From an optimization exercise on the open Yosys and OpenROAD flow, aimed at small area, a short achievable clock period and few clock cycles per item; shortcuts taken in it are not production practice. In this exercise RTL edits were held to simulation tests only and were not proved equivalent to the original. No activity file was given, so power comes from the tool's default toggle rates.

==> v26: inputs <==
// connection_searcher
module connection_searcher (
	input  wire              clk,
	input  wire              reset,
	input  wire              meta_valid,
	input  conn_pkg::meta_t             meta,
	output logic             hash_valid,
	output conn_pkg::conn_idx_t        hash_1,
	output conn_pkg::conn_idx_t        hash_2,
	input  conn_pkg::hash_entry_t       hash_entry_1,
	input  conn_pkg::hash_entry_t       hash_entry_2,
	output logic             conn_rd,
	output logic             conn_wr,
	output logic             aging_wr,
	output conn_pkg::conn_idx_t        conn_idx,
	output conn_pkg::conn_entry_t      conn_wdata,
	input  conn_pkg::conn_read_t        conn_rdata,
	output logic             event_valid,
	output conn_pkg::event_map_t       events,
	output conn_pkg::pkt_in_info_t     pkt_in_info
);
Settings: LEC_CHECK=0, CAP_MARGIN=20, CORE_MARGIN=2, CORE_UTILIZATION=60, CTS_CLUSTER_DIAMETER=60, CTS_CLUSTER_SIZE=28, SETUP_SLACK_MARGIN=2.6, SLEW_MARGIN=20; clock period 5.5 ns.
run.sh (not shown) runs the stock make flow with config.mk's settings and CLKGATE_MAP_FILE= SYNTH_SCRIPT=/design/flow/synth_recipe.tcl, a recipe that flattens the netlist after the stock synthesis.
==> v30: changes against v26 <==
--- a/flow/design.v
+++ b/flow/design.v
@@ -92,16 +92,17 @@
 	input  conn_pkg::conn_read_t        conn_rdata,
 	output logic             event_valid,
 	output conn_pkg::event_map_t       events,
 	output conn_pkg::pkt_in_info_t     pkt_in_info
 );
 	localparam int NW = 8;  
 	localparam int WB = 4;  
 	localparam int QD = 32 - NW;  
+	localparam int QB = 5;
 	logic        hdr_skip;  
 	logic        is_header;
 	logic [15:0] fold_src;
 	logic [15:0] fold_dst;
 	logic        hv1, hv2;  
 	logic [15:0] sk0, sk1, sk2;  
 	logic        hit1, hit2;
 	logic [8:0]  bidx;
@@ -120,99 +121,88 @@
 		end else begin
 			if (meta_valid) hdr_skip <= (meta.hd_tag != conn_pkg::PKT_TAIL);
 			hash_valid <= is_header;
 			hv1 <= hash_valid;
 			hv2 <= hv1;
 		end
 	end
 	always_ff @(posedge clk) begin
-		hash_1 <= fold_src[8:0];  
-		hash_2 <= fold_dst[8:0];
-		sk0 <= fold_src ^ fold_dst;
+		if (is_header) begin
+			hash_1 <= fold_src[8:0];
+			hash_2 <= fold_dst[8:0];
+			sk0 <= fold_src ^ fold_dst;
+		end
 		sk1 <= sk0;
 		sk2 <= sk1;
 	end
-	logic [99:0]   kmem [QD];  
+	logic [101:0]  kmem [QD];  
 	logic [9:0]    imem [QD];  
-	logic [QD-1:0] kwp, iwp, rp;
-	logic [QD-1:0] kth;  
-	logic [QD-1:0] ith;  
+	logic [QB-1:0] kwp, iwp, rp;
+	logic [QB:0]   kcnt;  
+	logic [QB:0]   icnt;  
 	logic          kfull;
-	logic          iready;
 	logic          alloc;
 	logic [95:0]   hkey;
-	logic [3:0]    hflg;
+	logic [5:0]    hflg;
 	logic [8:0]    hidx;
 	logic          hzero;
-	function automatic logic [QD-1:0] therm(input logic [QD-1:0] t, input logic up, input logic dn);
-		therm = (up && !dn) ? {t[QD-2:0], 1'b1} : (dn && !up) ? {1'b0, t[QD-1:1]} : t;
+	function automatic logic [QB-1:0] qnext(input logic [QB-1:0] p);
+		qnext = (p == QB'(QD - 1)) ? '0 : p + 1'b1;
 	endfunction
-	assign kfull = kth[QD-1];
-	assign iready = ith[0];
-	always_comb begin
-		logic [99:0]  k;
-		logic [9:0]   x;
-		k = '0;
-		x = '0;
-		for (int i = 0; i < QD; i++) begin
-			k = k | (kmem[i] & {100{rp[i]}});
-			x = x | (imem[i] & {10{rp[i]}});
-		end
-		hkey = k[99:4];
-		hflg = k[3:0];
-		hidx = x[8:0];
-	end
+	assign kfull = (kcnt == (QB + 1)'(QD));
+	assign hkey = kmem[rp][101:6];
+	assign hflg = kmem[rp][5:0];
+	assign hzero = imem[rp][9];
+	assign hidx = imem[rp][8:0];
 	always_ff @(posedge clk or negedge reset) begin
 		if (!reset) begin
-			kwp <= QD'(1);
-			iwp <= QD'(1);
-			rp <= QD'(1);
-			kth <= '0;
-			ith <= '0;
+			kwp <= '0;
+			iwp <= '0;
+			rp <= '0;
+			kcnt <= '0;
+			icnt <= '0;
 		end else begin
-			if (is_header) kwp <= {kwp[QD-2:0], kwp[QD-1]};
-			if (hv2) iwp <= {iwp[QD-2:0], iwp[QD-1]};
-			if (alloc) rp <= {rp[QD-2:0], rp[QD-1]};
-			kth <= therm(kth, is_header, alloc);
-			ith <= therm(ith, hv2, alloc);
+			if (is_header) kwp <= qnext(kwp);
+			if (hv2) iwp <= qnext(iwp);
+			if (alloc) rp <= qnext(rp);
+			case ({is_header, alloc})
+				2'b10: kcnt <= kcnt + 1'b1;
+				2'b01: kcnt <= kcnt - 1'b1;
+				default: ;
+			endcase
+			case ({hv2, alloc})
+				2'b10: icnt <= icnt + 1'b1;
+				2'b01: icnt <= icnt - 1'b1;
+				default: ;
+			endcase
 		end
 	end
-	logic [QD-1:0] zn;
-	always_comb begin
-		for (int i = 0; i < QD; i++) zn[i] = (hv2 && iwp[i]) ? (bidx == '0) : imem[i][9];
-	end
-	always_ff @(posedge clk) begin
-		hzero <= alloc ? |(zn & {rp[QD-2:0], rp[QD-1]}) : |(zn & rp);
-	end
 	always_ff @(posedge clk) begin
-		for (int i = 0; i < QD; i++) begin
-			if (kwp[i] && !kfull) kmem[i] <= {meta.flow_key, (meta.tcp_flags == conn_pkg::FLAG_ACK),
-				(meta.tcp_flags == (conn_pkg::FLAG_SYN | conn_pkg::FLAG_ACK)), meta.tcp_flags[2], meta.tcp_flags[0]};
-			if (hv2 && iwp[i]) imem[i] <= {(bidx == '0), bidx};
-		end
+		if (!kfull) kmem[kwp] <= {meta.flow_key, meta.tcp_flags};
+		if (hv2) imem[iwp] <= {(bidx == '0), bidx};
 	end
 	logic [NW-1:0]        busy;  
 	logic [NW-1:0]        done;
 	logic [NW-1:0]        pend;  
 	logic [NW-1:0]        live;  
 	logic [NW-1:0]        stale;  
 	logic [NW-1:0][95:0]  wkey;
-	logic [NW-1:0][3:0]   wflg;  
+	logic [NW-1:0][5:0]   wflg;
 	logic [NW-1:0][8:0]   wcur;  
-	logic [NW-1:0][8:0]   widx;  
+	logic [NW-1:0][8:0]   wnxt;  
 	logic [NW-1:0]        wfwd;
 	logic [NW-1:0]        wdir;
 	logic [NW-1:0][3:0]   wst;  
 	logic [NW-1:0]        wovr;  
 	logic          shift;  
 	logic [NW:0]   apos;  
 	logic [WB-1:0] anum;
 	assign shift = busy[0] && done[0];
-	assign alloc = iready && (!busy[NW-1] || shift);
+	assign alloc = (icnt != '0) && (!busy[NW-1] || shift);
 	always_comb begin
 		apos = '0;
 		anum = '0;
 		for (int i = 0; i <= NW; i++) begin
 			if ((i == NW || !busy[i]) && (i == 0 || busy[i-1])) begin
 				apos[i] = 1'b1;
 				anum = WB'(i);
 			end
@@ -288,51 +278,58 @@
 		t3w <= t2w - WB'(shift);
 		t4w <= t3w - WB'(shift);
 		ckey <= wkey[t3w];
 	end
 	logic [3:0]    snp_st;  
 	logic [NW-1:0] snp;
 	assign snp_st = {conn_wdata.cli_state, conn_wdata.ser_state};
 	always_comb begin
-		for (int w = 0; w < NW; w++) snp[w] = conn_wr && (conn_idx == (done[w] ? widx[w] : wcur[w]));
+		for (int w = 0; w < NW; w++) snp[w] = conn_wr && (conn_idx == wcur[w]);
 	end
 	logic [NW:0]        u_busy, u_done, u_pend, u_live, u_stale, u_fwd, u_dir, u_ovr;
 	logic [NW:0][95:0]  u_key;
-	logic [NW:0][3:0]   u_flg;
-	logic [NW:0][8:0]   u_cur, u_idx;
+	logic [NW:0][5:0]   u_flg;
+	logic [NW:0][8:0]   u_cur, u_nxt;
 	logic [NW:0][3:0]   u_st;
 	always_comb begin
 		for (int w = 0; w <= NW; w++) begin
 			if (w < NW) begin
 				u_busy[w] = busy[w];
 				u_done[w] = done[w];
 				u_pend[w] = pend[w];
 				u_live[w] = live[w];
 				u_stale[w] = stale[w];
 				u_fwd[w] = wfwd[w];
 				u_dir[w] = wdir[w];
 				u_ovr[w] = wovr[w];
 				u_key[w] = wkey[w];
 				u_flg[w] = wflg[w];
 				u_cur[w] = wcur[w];
-				u_idx[w] = widx[w];
+				u_nxt[w] = wnxt[w];
 				u_st[w] = wst[w];
 				if (t4v && t4w == WB'(w)) begin
-					u_idx[w] = wcur[w];
-					u_cur[w] = rnext;
-					u_dir[w] = conn_rdata.entry.dir;
-					u_fwd[w] = r_fwd;
-					u_ovr[w] = 1'b0;
-					if (snp[w]) u_st[w] = snp_st;
-					else if (!wovr[w]) u_st[w] = {conn_rdata.entry.cli_state, conn_rdata.entry.ser_state};
-					u_done[w] = r_hit || r_end;  
-					u_live[w] = r_hit && !conn_rdata.aging;
-					u_stale[w] = r_hit && conn_rdata.aging;
-					u_pend[w] = rd_step;  
+					if (r_hit) begin
+						u_done[w] = 1'b1;
+						u_pend[w] = 1'b0;
+						u_live[w] = !conn_rdata.aging;
+						u_stale[w] = conn_rdata.aging;
+						u_fwd[w] = r_fwd;
+						u_dir[w] = conn_rdata.entry.dir;
+						u_nxt[w] = rnext;
+						if (snp[w]) u_st[w] = snp_st;
+						else if (!wovr[w]) u_st[w] = {conn_rdata.entry.cli_state, conn_rdata.entry.ser_state};
+					end else if (r_end) begin
+						u_done[w] = 1'b1;  
+						u_pend[w] = 1'b0;
+					end else begin
+						u_cur[w] = rnext;  
+						u_ovr[w] = 1'b0;
+						u_pend[w] = rd_step;
+					end
 				end else if (snp[w]) begin
 					u_st[w] = snp_st;
 					u_ovr[w] = 1'b1;
 				end
 				if (rd_need && nsel[w]) u_pend[w] = 1'b1;
 			end else begin
 				u_busy[w] = 1'b0;
 				u_done[w] = 1'b0;
@@ -340,17 +337,17 @@
 				u_live[w] = 1'b0;
 				u_stale[w] = 1'b0;
 				u_fwd[w] = 1'b0;
 				u_dir[w] = 1'b0;
 				u_ovr[w] = 1'b0;
 				u_key[w] = hkey;
 				u_flg[w] = hflg;
 				u_cur[w] = hidx;
-				u_idx[w] = '0;
+				u_nxt[w] = '0;
 				u_st[w] = '0;
 			end
 			if (alloc && apos[w]) begin
 				u_busy[w] = 1'b1;
 				u_done[w] = hzero;  
 				u_pend[w] = rd_al;
 				u_live[w] = 1'b0;
 				u_stale[w] = 1'b0;
@@ -375,64 +372,64 @@
 			live[w] <= shift ? u_live[w+1] : u_live[w];
 			stale[w] <= shift ? u_stale[w+1] : u_stale[w];
 			wfwd[w] <= shift ? u_fwd[w+1] : u_fwd[w];
 			wdir[w] <= shift ? u_dir[w+1] : u_dir[w];
 			wovr[w] <= shift ? u_ovr[w+1] : u_ovr[w];
 			wkey[w] <= shift ? u_key[w+1] : u_key[w];
 			wflg[w] <= shift ? u_flg[w+1] : u_flg[w];
 			wcur[w] <= shift ? u_cur[w+1] : u_cur[w];
-			widx[w] <= shift ? u_idx[w+1] : u_idx[w];
+			wnxt[w] <= shift ? u_nxt[w+1] : u_nxt[w];
 			wst[w] <= shift ? u_st[w+1] : u_st[w];
 		end
 	end
 	logic [3:0]  c_st;
-	logic [3:0]  c_flg;
+	logic [5:0]  c_flg;
 	logic        c_side;  
 	logic [95:0] c_key;  
 	logic [3:0]  n_st;
 	logic        chg, ev_start, ev_end, ev_setup;
 	logic [9:0]  live_ev;
-	assign c_st = (conn_wr && conn_idx == widx[0]) ? snp_st : wst[0];  
+	assign c_st = snp[0] ? snp_st : wst[0];  
 	assign c_flg = wflg[0];
 	assign c_side = wdir[0] ^ !wfwd[0];
 	assign c_key = wfwd[0] ? wkey[0] : {wkey[0][63:32], wkey[0][95:64], wkey[0][15:0], wkey[0][31:16]};
 	always_comb begin
 		n_st = c_st;
 		chg = 1'b0;
 		ev_start = 1'b0;
 		ev_end = 1'b0;
 		ev_setup = 1'b0;
 		if (!c_side) begin
 			case (c_st[3:2])
 				2'd1: begin
-					if (c_flg[3]) begin
+					if (c_flg == conn_pkg::FLAG_ACK) begin
 						n_st = {2'd2, 2'd2};
 						chg = 1'b1;
 						ev_setup = 1'b1;
-					end else if (c_flg[1]) begin
+					end else if (c_flg[2]) begin
 						n_st = {2'd0, 2'd0};
 						chg = 1'b1;
 						ev_end = 1'b1;
 					end
 				end
 				2'd2: begin
-					if (c_flg[0] || c_flg[1]) begin
+					if (c_flg[0] || c_flg[2]) begin
 						n_st[3:2] = 2'd0;
-						if (c_flg[1]) n_st[1:0] = 2'd0;
+						if (c_flg[2]) n_st[1:0] = 2'd0;
 						chg = 1'b1;
 						ev_end = 1'b1;
 					end
 				end
 				default: ;
 			endcase
 		end else begin
 			case (c_st[1:0])
 				2'd0: begin
-					if (c_flg[2]) begin
+					if (c_flg == (conn_pkg::FLAG_SYN | conn_pkg::FLAG_ACK)) begin
 						n_st[1:0] = 2'd1;
 						chg = 1'b1;
 						ev_start = 1'b1;
 					end
 				end
 				2'd2: begin
 					if (c_flg[0]) begin
 						n_st[1:0] = 2'd0;
@@ -454,20 +451,22 @@
 		end else begin
 			conn_rd <= issue;
 			conn_wr <= cwrite && chg;
 			aging_wr <= cwrite;
 			event_valid <= shift;
 		end
 	end
 	always_ff @(posedge clk) begin
-		conn_idx <= cwrite ? widx[0] : iss_idx;
-		conn_wdata <= {c_key, wdir[0], n_st, wcur[0]};
-		if (live[0]) begin
-			events <= live_ev;
-			pkt_in_info <= {7'd0, widx[0], 3'd0, wdir[0], n_st, live_ev[7:0]};
-		end else begin
-			events <= 10'h102;
-			pkt_in_info <= {7'd0, (stale[0] ? widx[0] : 9'd0), 8'd0, 8'h02};
+		conn_idx <= cwrite ? wcur[0] : iss_idx;
+		if (cwrite) conn_wdata <= {c_key, wdir[0], n_st, wnxt[0]};
+		if (shift) begin
+			if (live[0]) begin
+				events <= live_ev;
+				pkt_in_info <= {7'd0, wcur[0], 3'd0, wdir[0], n_st, live_ev[7:0]};
+			end else begin
+				events <= 10'h102;
+				pkt_in_info <= {7'd0, (stale[0] ? wcur[0] : 9'd0), 8'd0, 8'h02};
+			end
 		end
 	end
 endmodule
 `default_nettype wire
- CORE_UTILIZATION: 60 -> 35
- CTS_CLUSTER_DIAMETER: 60 -> not set
- CTS_CLUSTER_SIZE: 28 -> not set
- SETUP_SLACK_MARGIN: 2.6 -> not set
==> v11: changes against v26 <==
--- a/flow/design.v
+++ b/flow/design.v
@@ -154,16 +154,17 @@
 		k = '0;
 		x = '0;
 		for (int i = 0; i < QD; i++) begin
 			k = k | (kmem[i] & {100{rp[i]}});
 			x = x | (imem[i] & {10{rp[i]}});
 		end
 		hkey = k[99:4];
 		hflg = k[3:0];
+		hzero = x[9];
 		hidx = x[8:0];
 	end
 	always_ff @(posedge clk or negedge reset) begin
 		if (!reset) begin
 			kwp <= QD'(1);
 			iwp <= QD'(1);
 			rp <= QD'(1);
 			kth <= '0;
@@ -171,23 +172,16 @@
 		end else begin
 			if (is_header) kwp <= {kwp[QD-2:0], kwp[QD-1]};
 			if (hv2) iwp <= {iwp[QD-2:0], iwp[QD-1]};
 			if (alloc) rp <= {rp[QD-2:0], rp[QD-1]};
 			kth <= therm(kth, is_header, alloc);
 			ith <= therm(ith, hv2, alloc);
 		end
 	end
-	logic [QD-1:0] zn;
-	always_comb begin
-		for (int i = 0; i < QD; i++) zn[i] = (hv2 && iwp[i]) ? (bidx == '0) : imem[i][9];
-	end
-	always_ff @(posedge clk) begin
-		hzero <= alloc ? |(zn & {rp[QD-2:0], rp[QD-1]}) : |(zn & rp);
-	end
 	always_ff @(posedge clk) begin
 		for (int i = 0; i < QD; i++) begin
 			if (kwp[i] && !kfull) kmem[i] <= {meta.flow_key, (meta.tcp_flags == conn_pkg::FLAG_ACK),
 				(meta.tcp_flags == (conn_pkg::FLAG_SYN | conn_pkg::FLAG_ACK)), meta.tcp_flags[2], meta.tcp_flags[0]};
 			if (hv2 && iwp[i]) imem[i] <= {(bidx == '0), bidx};
 		end
 	end
 	logic [NW-1:0]        busy;  
- CORE_UTILIZATION: 60 -> 70
- CTS_CLUSTER_DIAMETER: 60 -> not set
- CTS_CLUSTER_SIZE: 28 -> not set
==> v27: changes against v26 <==
--- a/flow/design.v
+++ b/flow/design.v
@@ -154,16 +154,17 @@
 		k = '0;
 		x = '0;
 		for (int i = 0; i < QD; i++) begin
 			k = k | (kmem[i] & {100{rp[i]}});
 			x = x | (imem[i] & {10{rp[i]}});
 		end
 		hkey = k[99:4];
 		hflg = k[3:0];
+		hzero = x[9];
 		hidx = x[8:0];
 	end
 	always_ff @(posedge clk or negedge reset) begin
 		if (!reset) begin
 			kwp <= QD'(1);
 			iwp <= QD'(1);
 			rp <= QD'(1);
 			kth <= '0;
@@ -171,23 +172,16 @@
 		end else begin
 			if (is_header) kwp <= {kwp[QD-2:0], kwp[QD-1]};
 			if (hv2) iwp <= {iwp[QD-2:0], iwp[QD-1]};
 			if (alloc) rp <= {rp[QD-2:0], rp[QD-1]};
 			kth <= therm(kth, is_header, alloc);
 			ith <= therm(ith, hv2, alloc);
 		end
 	end
-	logic [QD-1:0] zn;
-	always_comb begin
-		for (int i = 0; i < QD; i++) zn[i] = (hv2 && iwp[i]) ? (bidx == '0) : imem[i][9];
-	end
-	always_ff @(posedge clk) begin
-		hzero <= alloc ? |(zn & {rp[QD-2:0], rp[QD-1]}) : |(zn & rp);
-	end
 	always_ff @(posedge clk) begin
 		for (int i = 0; i < QD; i++) begin
 			if (kwp[i] && !kfull) kmem[i] <= {meta.flow_key, (meta.tcp_flags == conn_pkg::FLAG_ACK),
 				(meta.tcp_flags == (conn_pkg::FLAG_SYN | conn_pkg::FLAG_ACK)), meta.tcp_flags[2], meta.tcp_flags[0]};
 			if (hv2 && iwp[i]) imem[i] <= {(bidx == '0), bidx};
 		end
 	end
 	logic [NW-1:0]        busy;  
- CORE_UTILIZATION: 60 -> 65
- SLEW_MARGIN: 20 -> 40
==> impl_metrics.tcl <==
set metrics [dict create \
    nClkBuffers 240 \
    required_ns 6.28 \
    layout_min_cycle_time_ns 3.07 \
    pwr-share-comb_pct 25.6 \
    finalCritPeriodShare_pct 55.9 \
    finalPower_mw 80.8 \
    synth_area_leaders "edfxtp_1 (51%), dfxtp_1 (15%), nand2_1 (5.4%), a22oi_1 (5.1%), mux2i_1 (2.8%)" \
    max_stage_delay_ns 0.39 \
    n_antenna_cell 29 \
    comb_cell_power_mw 20.7 \
    crit_family "simple AND/OR/NAND/NOR gates" \
    setup_slack_ns 2.43 \
    h-tree-depth 4 \
    cp.arrival_ns 3.85 \
    status "finished clean" \
    synth_area_per_cell_sq_um 12.7 \
    synth_async_sr_flop_share_pct 3.37 \
    wl_met2_um 246000 \
    num-multi-input-gates 7798 \
    ys_seq_area_share_pct 68.3 \
    r2r_setup_slack_ns 2.43 \
]
That was v27.
==> impl_metrics.tcl <==
set metrics [dict create \
    synth_async_sr_flop_share_pct 3.37 \
    finalCritPeriodShare_pct 58.6 \
    synth_area_per_cell_sq_um 12.6 \
    ys_seq_area_share_pct 68.1 \
    comb_cell_power_mw 26.6 \
    wl_met2_um 254000 \
    crit_family "simple AND/OR/NAND/NOR gates" \
    num-multi-input-gates 7875 \
    setup_slack_ns 2.28 \
    pwr-share-comb_pct 29.9 \
    cp.arrival_ns 4.02 \
    synth_area_leaders "edfxtp_1 (51%), dfxtp_1 (15%), a22oi_1 (5.1%), nand2_1 (4.8%), mux2i_1 (2.7%)" \
    status "finished clean" \
    nClkBuffers 259 \
    max_stage_delay_ns 0.61 \
    n_antenna_cell 39 \
]
That was v26.
==> impl_metrics.tcl <==
set metrics [dict create \
    max_stage_delay_ns 0.94 \
    cp.arrival_ns 5.25 \
    r2r_setup_slack_ns 1.09 \
    ys_seq_area_share_pct 66.2 \
    status "finished clean" \
    h-tree-depth 5 \
    nClkBuffers 572 \
    required_ns 6.35 \
    n_antenna_cell 30 \
    synth_area_per_cell_sq_um 15.2 \
    pwr-share-comb_pct 37.4 \
    synth_async_sr_flop_share_pct 1.12 \
    num-multi-input-gates 6194 \
    finalCritPeriodShare_pct 80.1 \
]
That was v30.
==> impl_metrics.tcl <==
set metrics [dict create \
    status "finished clean" \
    pwr-share-comb_pct 22.5 \
    synth_async_sr_flop_share_pct 3.37 \
    comb_cell_power_mw 20.1 \
    nClkBuffers 546 \
    setup_slack_ns 2.40 \
    ys_seq_area_share_pct 68.3 \
    max_stage_delay_ns 0.68 \
    layout_min_cycle_time_ns 3.10 \
    synth_area_leaders "edfxtp_1 (51%), dfxtp_1 (15%), nand2_1 (5.4%), a22oi_1 (5.1%), mux2i_1 (2.8%)" \
    n_antenna_cell 39 \
    wl_met2_um 252000 \
    h-tree-depth 5 \
    crit_family "compound AO/OA/AOI/OAI gates" \
    required_ns 6.37 \
    finalCritPeriodShare_pct 56.4 \
    num-multi-input-gates 7800 \
]
That was v11.
Testbench counts of v26, summed over its fixed seeds: cycles 12,530, items 4,800.
Testbench counts of v30, summed over its fixed seeds: cycles 12,530, items 4,800.
Testbench counts of v11, summed over its fixed seeds: cycles 12,530, items 4,800.
Testbench counts of v27, summed over its fixed seeds: cycles 12,530, items 4,800.

[separate check: timing with driven ports]
How much do the figures lean on ideal ports? The routed layouts below were timed once more, with nothing changed but the port constraints.
Step 1: set_driving_cell puts a clkbuf_16 on clk and a buf_2 on each other input, an assumption about the parent block.
Step 2 times the ports against the registers' clock, not the clock port: input delays grow and output delays shrink by t, the midpoint of the rising clock arrivals with the driver on.
Slacks: ideal / step 1 / step 2; pairs: ideal / step 1.
run	t, ns	setup slack, ns	hold WS [ns]	worst register clock-pin slew, ns	worst slew at a driven data input, ns
v26	1.066	2.279 / 2.291 / 1.299	0.156 / 0.079 / 0.330	0.11 / 0.11	0.25
v30	1.107	1.094 / 1.094 / 0.317	0.203 / 0.102 / 0.325	0.07 / 0.07	0.31
v11	1.117	2.399 / 2.399 / 1.380	0.251 / 0.175 / 0.321	0.08 / 0.08	0.25
v27	0.991	2.425 / 2.425 / 1.525	0.159 / 0.099 / 0.319	0.11 / 0.11	0.26
After both steps every run listed still meets setup and hold. The setup slack of v11, which loses most, moves by 0.000 ns with the drivers and by -1.019 ns with both steps.
